Source: an optimization exercise on an open RTL-to-GDS flow (aim: small area, a short achievable clock period and few clock cycles per item). Production flows keep margins and buffers that such runs may drop.
The RTL was checked by simulation tests, not by an equivalence proof against the original design.

==> run G: inputs <==
==> flow/design.v <==
package iir_pkg;
  localparam int DEF_MAN = 23;
  localparam int DEF_EXP = 8;
  localparam int FW = DEF_MAN + DEF_EXP + 1;
endpackage
module int2float #(
  parameter int MAN = 23,
  parameter int EXP = 8
) (
  input  logic [MAN-1:0]   a,
  output logic [MAN+EXP:0] f
);
  localparam int BIAS = (1 << (EXP - 1)) - 1;
  logic [MAN-1:0] mag;
  logic [31:0]    v;
  logic [4:0]     lz;
  always_comb begin
    mag = a[MAN-1] ? (~a + 1'b1) : a;
    v   = {mag, {(32-MAN){1'b0}}};
    lz  = '0;
    if (v[31:16] == '0) begin lz[4] = 1'b1; v = {v[15:0], 16'd0}; end
    if (v[31:24] == '0) begin lz[3] = 1'b1; v = {v[23:0], 8'd0};  end
    if (v[31:28] == '0) begin lz[2] = 1'b1; v = {v[27:0], 4'd0};  end
    if (v[31:30] == '0) begin lz[1] = 1'b1; v = {v[29:0], 2'd0};  end
    if (v[31]    == 1'b0) begin lz[0] = 1'b1; v = {v[30:0], 1'd0}; end
    f = '0;
    if (mag != '0) f = {a[MAN-1], EXP'(BIAS + MAN - 1) - EXP'(lz), v[30:31-MAN]};
  end
endmodule
module sigmul (
  input  logic [23:0] a,
  input  logic [23:0] b,
  output logic [47:0] y
);
  localparam int NR = 13;                  
  logic [26:0] bx;                         
  logic [24:0] mag [NR];
  logic [NR-1:0] neg;
  logic [47:0] rows [NR];
  logic [47:0] negs;
  logic [47:0] kc;                        
  always_comb begin
    bx = {2'b00, b, 1'b0};
    negs = '0;
    kc = '0;
    for (int i = 0; i < NR; i++) begin
      logic [2:0] t;
      t = bx[2*i +: 3];
      case (t)
        3'b001, 3'b010: begin mag[i] = {1'b0, a};   neg[i] = 1'b0; end
        3'b011:         begin mag[i] = {a, 1'b0};   neg[i] = 1'b0; end
        3'b100:         begin mag[i] = ~{a, 1'b0};  neg[i] = 1'b1; end
        3'b101, 3'b110: begin mag[i] = ~{1'b0, a};  neg[i] = 1'b1; end
        default:        begin mag[i] = '0;          neg[i] = 1'b0; end
      endcase
      rows[i] = 48'({~neg[i], mag[i]}) << (2 * i);
      negs[2*i] = neg[i];
      kc = kc - (48'd1 << (25 + 2 * i));
    end
    y = negs + kc;
    for (int i = 0; i < NR; i++) y = y + rows[i];
  end
endmodule
module mult #(
  parameter int MAN = 23,
  parameter int EXP = 8
) (
  input  logic [MAN+EXP:0] a,
  input  logic [MAN+EXP:0] b,
  output logic [MAN+EXP:0] p
);
  localparam logic [EXP+1:0] BIAS = (EXP+2)'((1 << (EXP - 1)) - 1);
  logic [2*MAN+1:0] prod;
  logic [EXP+1:0]   e0, e1, e;
  logic             nz;
  logic [2*MAN+1:0] prod_b;
  sigmul u_sm (.a({1'b1, a[MAN-1:0]}), .b({1'b1, b[MAN-1:0]}), .y(prod_b));
  always_comb begin
    prod = prod_b;
    nz = (a[MAN+EXP-1:MAN] != '0) && (b[MAN+EXP-1:MAN] != '0);
    e0 = {2'b00, a[MAN+EXP-1:MAN]} + {2'b00, b[MAN+EXP-1:MAN]} - BIAS;
    e1 = {2'b00, a[MAN+EXP-1:MAN]} + {2'b00, b[MAN+EXP-1:MAN]} - BIAS + 1'b1;
    e  = prod[2*MAN+1] ? e1 : e0;
    p = '0;
    if (nz && !e[EXP+1] && e != '0) begin
      if (e >= (EXP+2)'((1 << EXP) - 1))
        p = {a[MAN+EXP] ^ b[MAN+EXP], {(EXP-1){1'b1}}, 1'b0, {MAN{1'b1}}};
      else
        p = {a[MAN+EXP] ^ b[MAN+EXP], e[EXP-1:0],
             prod[2*MAN+1] ? prod[2*MAN:MAN+1] : prod[2*MAN-1:MAN]};
    end
  end
endmodule
module soma #(
  parameter int MAN = 23,
  parameter int EXP = 8
) (
  input  logic [MAN+EXP:0] a,
  input  logic [MAN+EXP:0] b,
  output logic [MAN+EXP:0] s
);
  localparam int MW = MAN + 3;         
  logic              sub, eagb, near, zero, sf_s, sn_s, sgn;
  logic [EXP-1:0]    ea, eb, emax, es, d;
  logic [EXP:0]      dab, dba;
  logic [MAN+EXP:0]  fa, fs;
  logic [MW-1:0]     ma, mb, mfb, mfs, msf, d1, dn, v;
  logic [MW:0]       sf, dAB, dBA;
  logic [4:0]        lz;
  logic [EXP+1:0]    ef, en, e;
  logic [MAN-1:0]    mf, mn, m;
  logic [MW-1:0]     nmask;
  always_comb begin
    ea   = a[MAN+EXP-1:MAN];
    eb   = b[MAN+EXP-1:MAN];
    sub  = a[MAN+EXP] ^ b[MAN+EXP];
    dab  = {1'b0, ea} - {1'b0, eb};
    dba  = {1'b0, eb} - {1'b0, ea};
    eagb = !dab[EXP];
    d    = eagb ? dab[EXP-1:0] : dba[EXP-1:0];
    emax = eagb ? ea : eb;
    fa   = eagb ? a : b;
    fs   = eagb ? b : a;
    es   = fs[MAN+EXP-1:MAN];
    mfb  = {1'b1, fa[MAN-1:0], 2'b00};
    mfs  = (es == '0) ? '0 : {1'b1, fs[MAN-1:0], 2'b00};
    near = sub && (d[EXP-1:1] == '0);
    msf = (d[EXP-1:5] != '0) ? '0 : (mfs >> d[4:0]);
    sf  = sub ? ({1'b0, mfb} - {1'b0, msf}) : ({1'b0, mfb} + {1'b0, msf});
    sf_s = fa[MAN+EXP];
    if (sf[MW]) begin
      mf = sf[MW-1:3];
      ef = {2'b00, emax} + 1'b1;
    end else if (sf[MW-1]) begin
      mf = sf[MW-2:2];
      ef = {2'b00, emax};
    end else begin
      mf = sf[MW-3:1];
      ef = {2'b00, emax} - 1'b1;
    end
    ma  = {1'b1, a[MAN-1:0], 2'b00};
    mb  = {1'b1, b[MAN-1:0], 2'b00};
    dAB = {1'b0, ma} - {1'b0, mb};
    dBA = {1'b0, mb} - {1'b0, ma};
    d1  = mfb - {1'b0, mfs[MW-1:1]};
    if (d[0]) begin
      dn = d1;             sn_s = fa[MAN+EXP];
    end else if (!dAB[MW]) begin
      dn = dAB[MW-1:0];    sn_s = a[MAN+EXP];
    end else begin
      dn = dBA[MW-1:0];    sn_s = b[MAN+EXP];
    end
    v   = dn;
    lz  = '0;
    if (v[MW-1:MW-16] == '0) begin lz[4] = 1'b1; v = {v[MW-17:0], 16'd0}; end
    if (v[MW-1:MW-8]  == '0) begin lz[3] = 1'b1; v = {v[MW-9:0],  8'd0};  end
    if (v[MW-1:MW-4]  == '0) begin lz[2] = 1'b1; v = {v[MW-5:0],  4'd0};  end
    if (v[MW-1:MW-2]  == '0) begin lz[1] = 1'b1; v = {v[MW-3:0],  2'd0};  end
    if (v[MW-1]       == 1'b0) begin lz[0] = 1'b1; v = {v[MW-2:0], 1'd0}; end
    mn  = v[MW-2:2];
    en  = {2'b00, emax} - {5'd0, lz};
    m    = near ? mn : mf;
    e    = near ? en : ef;
    sgn  = near ? sn_s : sf_s;
    for (int i = 0; i < MW; i++) nmask[i] = {1'b0, emax} >= (EXP+1)'(MW - i);
    zero = near ? ((dn & nmask) == '0)
                : (emax == '0) || (emax == EXP'(1) && sf[MW:MW-1] == 2'b00);
    s    = {sgn, zero ? EXP'(0) : e[EXP-1:0], m};
  end
endmodule
module float2int #(
  parameter int MAN = 23,
  parameter int EXP = 8
) (
  input  logic [MAN+EXP:0] f,
  output logic [MAN+EXP:0] i
);
  localparam int W    = MAN + EXP + 1;
  localparam int BIAS = (1 << (EXP - 1)) - 1;
  logic [W-1:0]   mag;
  logic [EXP-1:0] r;
  always_comb begin
    r   = EXP'(BIAS + W - 2) - f[MAN+EXP-1:MAN];
    mag = '0;
    if (f[MAN+EXP-1:MAN] >= EXP'(BIAS + W - 1))
      mag = {1'b0, {(W-1){1'b1}}};
    else if (f[MAN+EXP-1:MAN] >= EXP'(BIAS))
      mag = {1'b0, {1'b1, f[MAN-1:0], {(W-2-MAN){1'b0}}} >> r[4:0]};
    i = f[MAN+EXP] ? (~mag + 1'b1) : mag;
  end
endmodule
module iir_coef_bank #(
  parameter int FWB = 32,
  parameter int MAN = 23
) (
  input  logic           clk,
  input  logic           rst_n,
  input  logic           we,
  input  logic [2:0]     addr,
  input  logic [FWB-1:0] wdata,
  input  logic           hold,     
  output logic [FWB-1:0] coef
);
  logic [FWB-1:0] shadow [5];
  logic [4:0]     sz;              
  logic [FWB-1:0] cur [5];         
  logic [FWB-1:0] act [5];
  always_ff @(posedge clk or negedge rst_n) begin
    if (!rst_n) sz <= '1;
    else if (we && addr < 3'd5) sz[addr] <= 1'b0;
  end
  always_ff @(posedge clk) begin
    if (we) begin
      for (int k = 0; k < 5; k++)
        if (addr == 3'(k)) shadow[k] <= wdata;
    end
  end
  always_comb begin
    for (int k = 0; k < 5; k++) begin
      cur[k] = shadow[k];
      if (sz[k]) cur[k][FWB-2:MAN] = '0;
    end
  end
  always_ff @(posedge clk) begin
    if (!hold) begin
      act[0] <= cur[1];
      act[1] <= cur[0];
      act[2] <= cur[2];
      act[3] <= cur[3];
      act[4] <= cur[4];
    end else begin
      for (int k = 0; k < 4; k++) act[k] <= act[k+1];
    end
  end
  assign coef = act[0];
endmodule
module iir_biquad_seq #(
  parameter int MAN = iir_pkg::DEF_MAN,
  parameter int EXP = iir_pkg::DEF_EXP
) (
  input  logic             clk,
  input  logic             rst_n,
  input  logic             in_valid,
  output logic             in_ready,
  input  logic [MAN-1:0]   in_sample,
  output logic             out_valid,
  input  logic             out_ready,
  output logic [MAN+EXP:0] out_sample,
  input  logic             coef_we,
  input  logic [2:0]       coef_addr,
  input  logic [MAN+EXP:0] coef_data,
  input  logic             clr,
  output logic             busy
);
  localparam int W = MAN + EXP + 1;
  logic [MAN-1:0] x0, x1, x2;    
  logic [W-1:0]   y1, y2, opb, p, acc;
  logic [2:0]     xnz;            
  logic [1:0]     ynz;            
  logic [5:0]     vld;            
  logic [1:0]     cnt;            
  logic [1:0]     pcnt;           
  logic [MAN-1:0] xsel;
  logic [W-1:0]   x_flt, coef, nb, mul_res, sum_res, int_res;
  logic           nbz, accept, take, hold;
  assign hold      = |vld[3:0];
  assign in_ready  = !hold && cnt != 2'd2;
  assign accept    = in_valid && in_ready && !clr;
  assign take      = out_valid && out_ready && !clr;
  assign out_valid = pcnt != 2'd0;
  assign out_sample = int_res;
  assign busy      = cnt != 2'd0;
  iir_coef_bank #(.FWB(W), .MAN(MAN)) u_coef (
    .clk   (clk),
    .rst_n (rst_n),
    .we    (coef_we),
    .addr  (coef_addr),
    .wdata (coef_data),
    .hold  (hold),
    .coef  (coef)
  );
  int2float #(.MAN(MAN), .EXP(EXP)) u_i2f (.a(xsel), .f(x_flt));
  mult      #(.MAN(MAN), .EXP(EXP)) u_mul (.a(coef), .b(opb), .p(mul_res));
  soma      #(.MAN(MAN), .EXP(EXP)) u_add (.a(acc), .b(p), .s(sum_res));
  float2int #(.MAN(MAN), .EXP(EXP)) u_f2i (.f(pcnt[1] ? y2 : y1), .i(int_res));
  always_comb begin
    xsel = vld[1] ? x2 : x0;
    nb   = x_flt;
    nbz  = vld[1] ? !xnz[2] : !xnz[0];
    if (vld[2]) begin nb = y1; nbz = !ynz[0]; end
    if (vld[3]) begin nb = y2; nbz = !ynz[1]; end
    if (nbz) nb[W-2:MAN] = '0;
  end
  always_ff @(posedge clk or negedge rst_n) begin
    if (!rst_n) begin
      vld <= '0; cnt <= '0; pcnt <= '0; xnz <= '0; ynz <= '0;
    end else if (clr) begin
      vld <= '0; cnt <= '0; pcnt <= '0; xnz <= '0; ynz <= '0;
    end else begin
      vld <= {vld[4:0], accept};
      cnt <= cnt + 2'(accept) - 2'(take);
      if (accept) xnz <= {xnz[1:0], 1'b1};
      if (vld[5]) ynz <= {ynz[0], 1'b1};
      pcnt <= pcnt + 2'(vld[5]) - 2'(take);
    end
  end
  always_ff @(posedge clk) begin
    opb <= nb;
    p   <= mul_res;
    acc <= vld[0] ? '0 : sum_res;
    if (accept) begin
      x0 <= in_sample;
      x1 <= x0;
      x2 <= x1;
    end
    if (vld[5]) begin
      y1 <= sum_res;
      y2 <= y1;
    end
  end
endmodule
==> flow/flow/run.sh <==
#!/bin/bash
set -euo pipefail
MARGIN=10
bash standard.sh synth > synth.log 2>&1
bash standard.sh SETUP_SLACK_MARGIN=$MARGIN finish > layout.log 2>&1
test -s out/final.def
==> flow/standard.sh <==
#!/bin/bash
# synth_recipe.tcl (not shown) runs the flow's synth.tcl, then flattens the netlist and writes it again
# the make line also repeats each setting of config.mk as NAME=value (left out here)
make -C /OpenROAD-flow-scripts/flow DESIGN_CONFIG=/design/flow/config.mk WORK_HOME=/design/flow/orfs CLKGATE_MAP_FILE= SYNTH_SCRIPT=/design/flow/synth_recipe.tcl "${@:-finish}"
==> flow/config.mk <==
export PLATFORM = sky130hd
export DESIGN_NAME = iir_biquad_seq
export DESIGN_NICKNAME = iir_biquad_seq
export VERILOG_FILES = /design/flow/design.v
export SDC_FILE = /design/flow/constraint.sdc
export NUM_CORES = 4
export LEC_CHECK = 0
export CAP_MARGIN = 20
export CORE_MARGIN = 2
export CORE_UTILIZATION = 60
export SLEW_MARGIN = 20
==> flow/constraint.sdc <==
create_clock -name core_clock -period 18.0 [get_ports {clk}]
set_input_delay 3.6000 -clock core_clock [delete_from_list [all_inputs] [get_ports {clk}]]
set_output_delay 3.6000 -clock core_clock [all_outputs]
set_load 0.01 [all_outputs]
==> run X: changes against run G <==
==> flow/design.v, changed modules only <==
module mult #(
  parameter int MAN = 23,
  parameter int EXP = 8
) (
  input  logic [MAN+EXP:0] a,
  input  logic [MAN+EXP:0] b,
  output logic [MAN+EXP:0] p
);
  localparam logic [EXP+1:0] BIAS = (EXP+2)'((1 << (EXP - 1)) - 1);
  logic [2*MAN+1:0] prod;
  logic [EXP+1:0]   e0, e1, e;
  logic             nz;
  always_comb begin
    prod = {1'b1, a[MAN-1:0]} * {1'b1, b[MAN-1:0]};
    nz = (a[MAN+EXP-1:MAN] != '0) && (b[MAN+EXP-1:MAN] != '0);
    e0 = {2'b00, a[MAN+EXP-1:MAN]} + {2'b00, b[MAN+EXP-1:MAN]} - BIAS;
    e1 = {2'b00, a[MAN+EXP-1:MAN]} + {2'b00, b[MAN+EXP-1:MAN]} - BIAS + 1'b1;
    e  = prod[2*MAN+1] ? e1 : e0;
    p = '0;
    if (nz && !e[EXP+1] && e != '0) begin
      if (e >= (EXP+2)'((1 << EXP) - 1))
        p = {a[MAN+EXP] ^ b[MAN+EXP], {(EXP-1){1'b1}}, 1'b0, {MAN{1'b1}}};
      else
        p = {a[MAN+EXP] ^ b[MAN+EXP], e[EXP-1:0],
             prod[2*MAN+1] ? prod[2*MAN:MAN+1] : prod[2*MAN-1:MAN]};
    end
  end
endmodule
module soma #(
  parameter int MAN = 23,
  parameter int EXP = 8
) (
  input  logic [MAN+EXP:0] a,
  input  logic [MAN+EXP:0] b,
  output logic [MAN+EXP:0] s
);
  localparam int MW = MAN + 3;         
  logic              sub, eagb, near, zero, sf_s, sn_s, sgn;
  logic [EXP-1:0]    ea, eb, emax, es, d;
  logic [EXP:0]      dab, dba;
  logic [MAN+EXP:0]  fa, fs;
  logic [MW-1:0]     ma, mb, mfb, mfs, msf, d1, dn, v;
  logic [MW:0]       sf, dAB, dBA;
  logic [4:0]        lz;
  logic [EXP+1:0]    ef, en, e;
  logic [MAN-1:0]    mf, mn, m;
  always_comb begin
    ea   = a[MAN+EXP-1:MAN];
    eb   = b[MAN+EXP-1:MAN];
    sub  = a[MAN+EXP] ^ b[MAN+EXP];
    dab  = {1'b0, ea} - {1'b0, eb};
    dba  = {1'b0, eb} - {1'b0, ea};
    eagb = !dab[EXP];
    d    = eagb ? dab[EXP-1:0] : dba[EXP-1:0];
    emax = eagb ? ea : eb;
    fa   = eagb ? a : b;
    fs   = eagb ? b : a;
    es   = fs[MAN+EXP-1:MAN];
    mfb  = {1'b1, fa[MAN-1:0], 2'b00};
    mfs  = (es == '0) ? '0 : {1'b1, fs[MAN-1:0], 2'b00};
    near = sub && (d[EXP-1:1] == '0);
    msf = (d[EXP-1:5] != '0) ? '0 : (mfs >> d[4:0]);
    sf  = sub ? ({1'b0, mfb} - {1'b0, msf}) : ({1'b0, mfb} + {1'b0, msf});
    sf_s = fa[MAN+EXP];
    if (sf[MW]) begin
      mf = sf[MW-1:3];
      ef = {2'b00, emax} + 1'b1;
    end else if (sf[MW-1]) begin
      mf = sf[MW-2:2];
      ef = {2'b00, emax};
    end else begin
      mf = sf[MW-3:1];
      ef = {2'b00, emax} - 1'b1;
    end
    ma  = {1'b1, a[MAN-1:0], 2'b00};
    mb  = {1'b1, b[MAN-1:0], 2'b00};
    dAB = {1'b0, ma} - {1'b0, mb};
    dBA = {1'b0, mb} - {1'b0, ma};
    d1  = mfb - {1'b0, mfs[MW-1:1]};
    if (d[0]) begin
      dn = d1;             sn_s = fa[MAN+EXP];
    end else if (!dAB[MW]) begin
      dn = dAB[MW-1:0];    sn_s = a[MAN+EXP];
    end else begin
      dn = dBA[MW-1:0];    sn_s = b[MAN+EXP];
    end
    v   = dn;
    lz  = '0;
    if (v[MW-1:MW-16] == '0) begin lz[4] = 1'b1; v = {v[MW-17:0], 16'd0}; end
    if (v[MW-1:MW-8]  == '0) begin lz[3] = 1'b1; v = {v[MW-9:0],  8'd0};  end
    if (v[MW-1:MW-4]  == '0) begin lz[2] = 1'b1; v = {v[MW-5:0],  4'd0};  end
    if (v[MW-1:MW-2]  == '0) begin lz[1] = 1'b1; v = {v[MW-3:0],  2'd0};  end
    if (v[MW-1]       == 1'b0) begin lz[0] = 1'b1; v = {v[MW-2:0], 1'd0}; end
    mn  = v[MW-2:2];
    en  = {2'b00, emax} - {5'd0, lz};
    m    = near ? mn : mf;
    e    = near ? en : ef;
    sgn  = near ? sn_s : sf_s;
    zero = (emax == '0) || e[EXP+1] || (e == '0) || (near && dn == '0);
    s    = zero ? '0 : {sgn, e[EXP-1:0], m};
  end
endmodule
module iir_biquad_seq #(
  parameter int MAN = iir_pkg::DEF_MAN,
  parameter int EXP = iir_pkg::DEF_EXP
) (
  input  logic             clk,
  input  logic             rst_n,
  input  logic             in_valid,
  output logic             in_ready,
  input  logic [MAN-1:0]   in_sample,
  output logic             out_valid,
  input  logic             out_ready,
  output logic [MAN+EXP:0] out_sample,
  input  logic             coef_we,
  input  logic [2:0]       coef_addr,
  input  logic [MAN+EXP:0] coef_data,
  input  logic             clr,
  output logic             busy
);
  localparam int W = MAN + EXP + 1;
  logic [MAN-1:0] x_in;
  logic [W-1:0]   x0, x1, x2, y1, y2, opb, p, acc, out_q;
  logic [2:0]     xnz;            
  logic [1:0]     ynz;            
  logic [5:0]     vld;            
  logic [1:0]     cnt;            
  logic           pend;           
  logic           oval;
  logic [W-1:0]   x_flt, coef, nb, mul_res, sum_res, int_res;
  logic           nbz, accept, take, load_out, hold;
  assign hold      = |vld[3:0];
  assign in_ready  = !hold && cnt != 2'd2;
  assign accept    = in_valid && in_ready && !clr;
  assign take      = oval && out_ready && !clr;
  assign load_out  = pend && !oval;
  assign out_valid = oval;
  assign out_sample = out_q;
  assign busy      = cnt != 2'd0;
  iir_coef_bank #(.FWB(W), .MAN(MAN)) u_coef (
    .clk   (clk),
    .rst_n (rst_n),
    .we    (coef_we),
    .addr  (coef_addr),
    .wdata (coef_data),
    .hold  (hold),
    .coef  (coef)
  );
  int2float #(.MAN(MAN), .EXP(EXP)) u_i2f (.a(x_in), .f(x_flt));
  mult      #(.MAN(MAN), .EXP(EXP)) u_mul (.a(coef), .b(opb), .p(mul_res));
  soma      #(.MAN(MAN), .EXP(EXP)) u_add (.a(acc), .b(p), .s(sum_res));
  float2int #(.MAN(MAN), .EXP(EXP)) u_f2i (.f(y1), .i(int_res));
  always_comb begin
    nb  = x0;
    nbz = !xnz[0];
    if (vld[0]) begin nb = x_flt; nbz = 1'b0;    end
    if (vld[1]) begin nb = x2;    nbz = !xnz[2]; end
    if (vld[2]) begin nb = y1;    nbz = !ynz[0]; end
    if (vld[3]) begin nb = y2;    nbz = !ynz[1]; end
    if (nbz) nb[W-2:MAN] = '0;
  end
  always_ff @(posedge clk or negedge rst_n) begin
    if (!rst_n) begin
      vld <= '0; cnt <= '0; pend <= 1'b0; oval <= 1'b0; xnz <= '0; ynz <= '0;
    end else if (clr) begin
      vld <= '0; cnt <= '0; pend <= 1'b0; oval <= 1'b0; xnz <= '0; ynz <= '0;
    end else begin
      vld <= {vld[4:0], accept};
      cnt <= cnt + 2'(accept) - 2'(take);
      if (vld[0]) xnz <= {xnz[1:0], 1'b1};
      if (vld[5]) ynz <= {ynz[0], 1'b1};
      if (vld[5])        pend <= 1'b1;
      else if (load_out) pend <= 1'b0;
      if (load_out)      oval <= 1'b1;
      else if (take)     oval <= 1'b0;
    end
  end
  always_ff @(posedge clk) begin
    if (!vld[0]) x_in <= in_sample;
    opb <= nb;
    p   <= mul_res;
    acc <= vld[0] ? '0 : sum_res;
    if (vld[0]) begin
      x0 <= x_flt;
      x1 <= x0;
      x2 <= x1;
    end
    if (vld[5]) begin
      y1 <= sum_res;
      y2 <= y1;
    end
    if (load_out) out_q <= int_res;
  end
endmodule
// module sigmul removed
--- a/flow/flow/run.sh
+++ b/flow/flow/run.sh
@@ -2,3 +2,3 @@
 set -euo pipefail
-MARGIN=10
+MARGIN=${REPAIR_SETUP_MARGIN:-9}
 bash standard.sh synth > synth.log 2>&1
==> comparison table <==
quantity                                                          run X       run G
Core footprint                                               94600 um^2  88600 um^2
Delay contributed by the slowest stage of the critical path     0.60 ns     0.41 ns
GRT Resource Usage Total                                          37.4%       39.5%
Routed WL                                                     185000 um   192000 um
Buffer and inverter count on the worst path                           5           6
Layout sequential cell count                                        651         569
Initial DRC Count                                                  4940        6199
Result of the run                              timing/DRC/antenna clean  timing/DRC/antenna clean
Number of warnings reported in the yosys synthesis log                9          12
Slowest cell on crit path                                         or4_4     dfrtp_2
Area overhead of the layout relative to synthesis                 11.2%       16.5%
Detailed-routing wirelength on met1                            71500 um    74600 um
Testbench counts of run G, summed over its fixed seeds: cycles 10,264, items 2,048.
Testbench counts of run X, summed over its fixed seeds: cycles 10,272, items 2,048.

[static timing again, ports no longer ideal]
In the flow no input, the clock included, has a driving cell. The finished layouts below were timed again as built, in two steps.
Step 1 (the two cells are an assumption about what drives the block):
set clk [get_ports {clk}]
set_driving_cell -lib_cell sky130_fd_sc_hd__clkbuf_16 $clk
set_driving_cell -lib_cell sky130_fd_sc_hd__buf_2 [delete_from_list [all_inputs] $clk]
Step 2 times the ports against the registers' clock, not the clock port: input delays grow and output delays shrink by t, the midpoint of the rising clock arrivals with the driver on.
Slacks: ideal ports / drivers / drivers and shift; pairs: ideal ports / drivers.
run	t, ns	setup WS [ns]	hold slack, ns	worst register clock-pin slew, ns	pins driven straight from the clock port
run G	0.706	9.385 / 9.302 / 9.956	0.407 / 0.407 / 0.407	0.07 / 0.07	1
run X	0.698	8.995 / 8.995 / 8.995	0.408 / 0.408 / 0.408	0.07 / 0.07	1
After both steps every run listed still meets setup and hold.
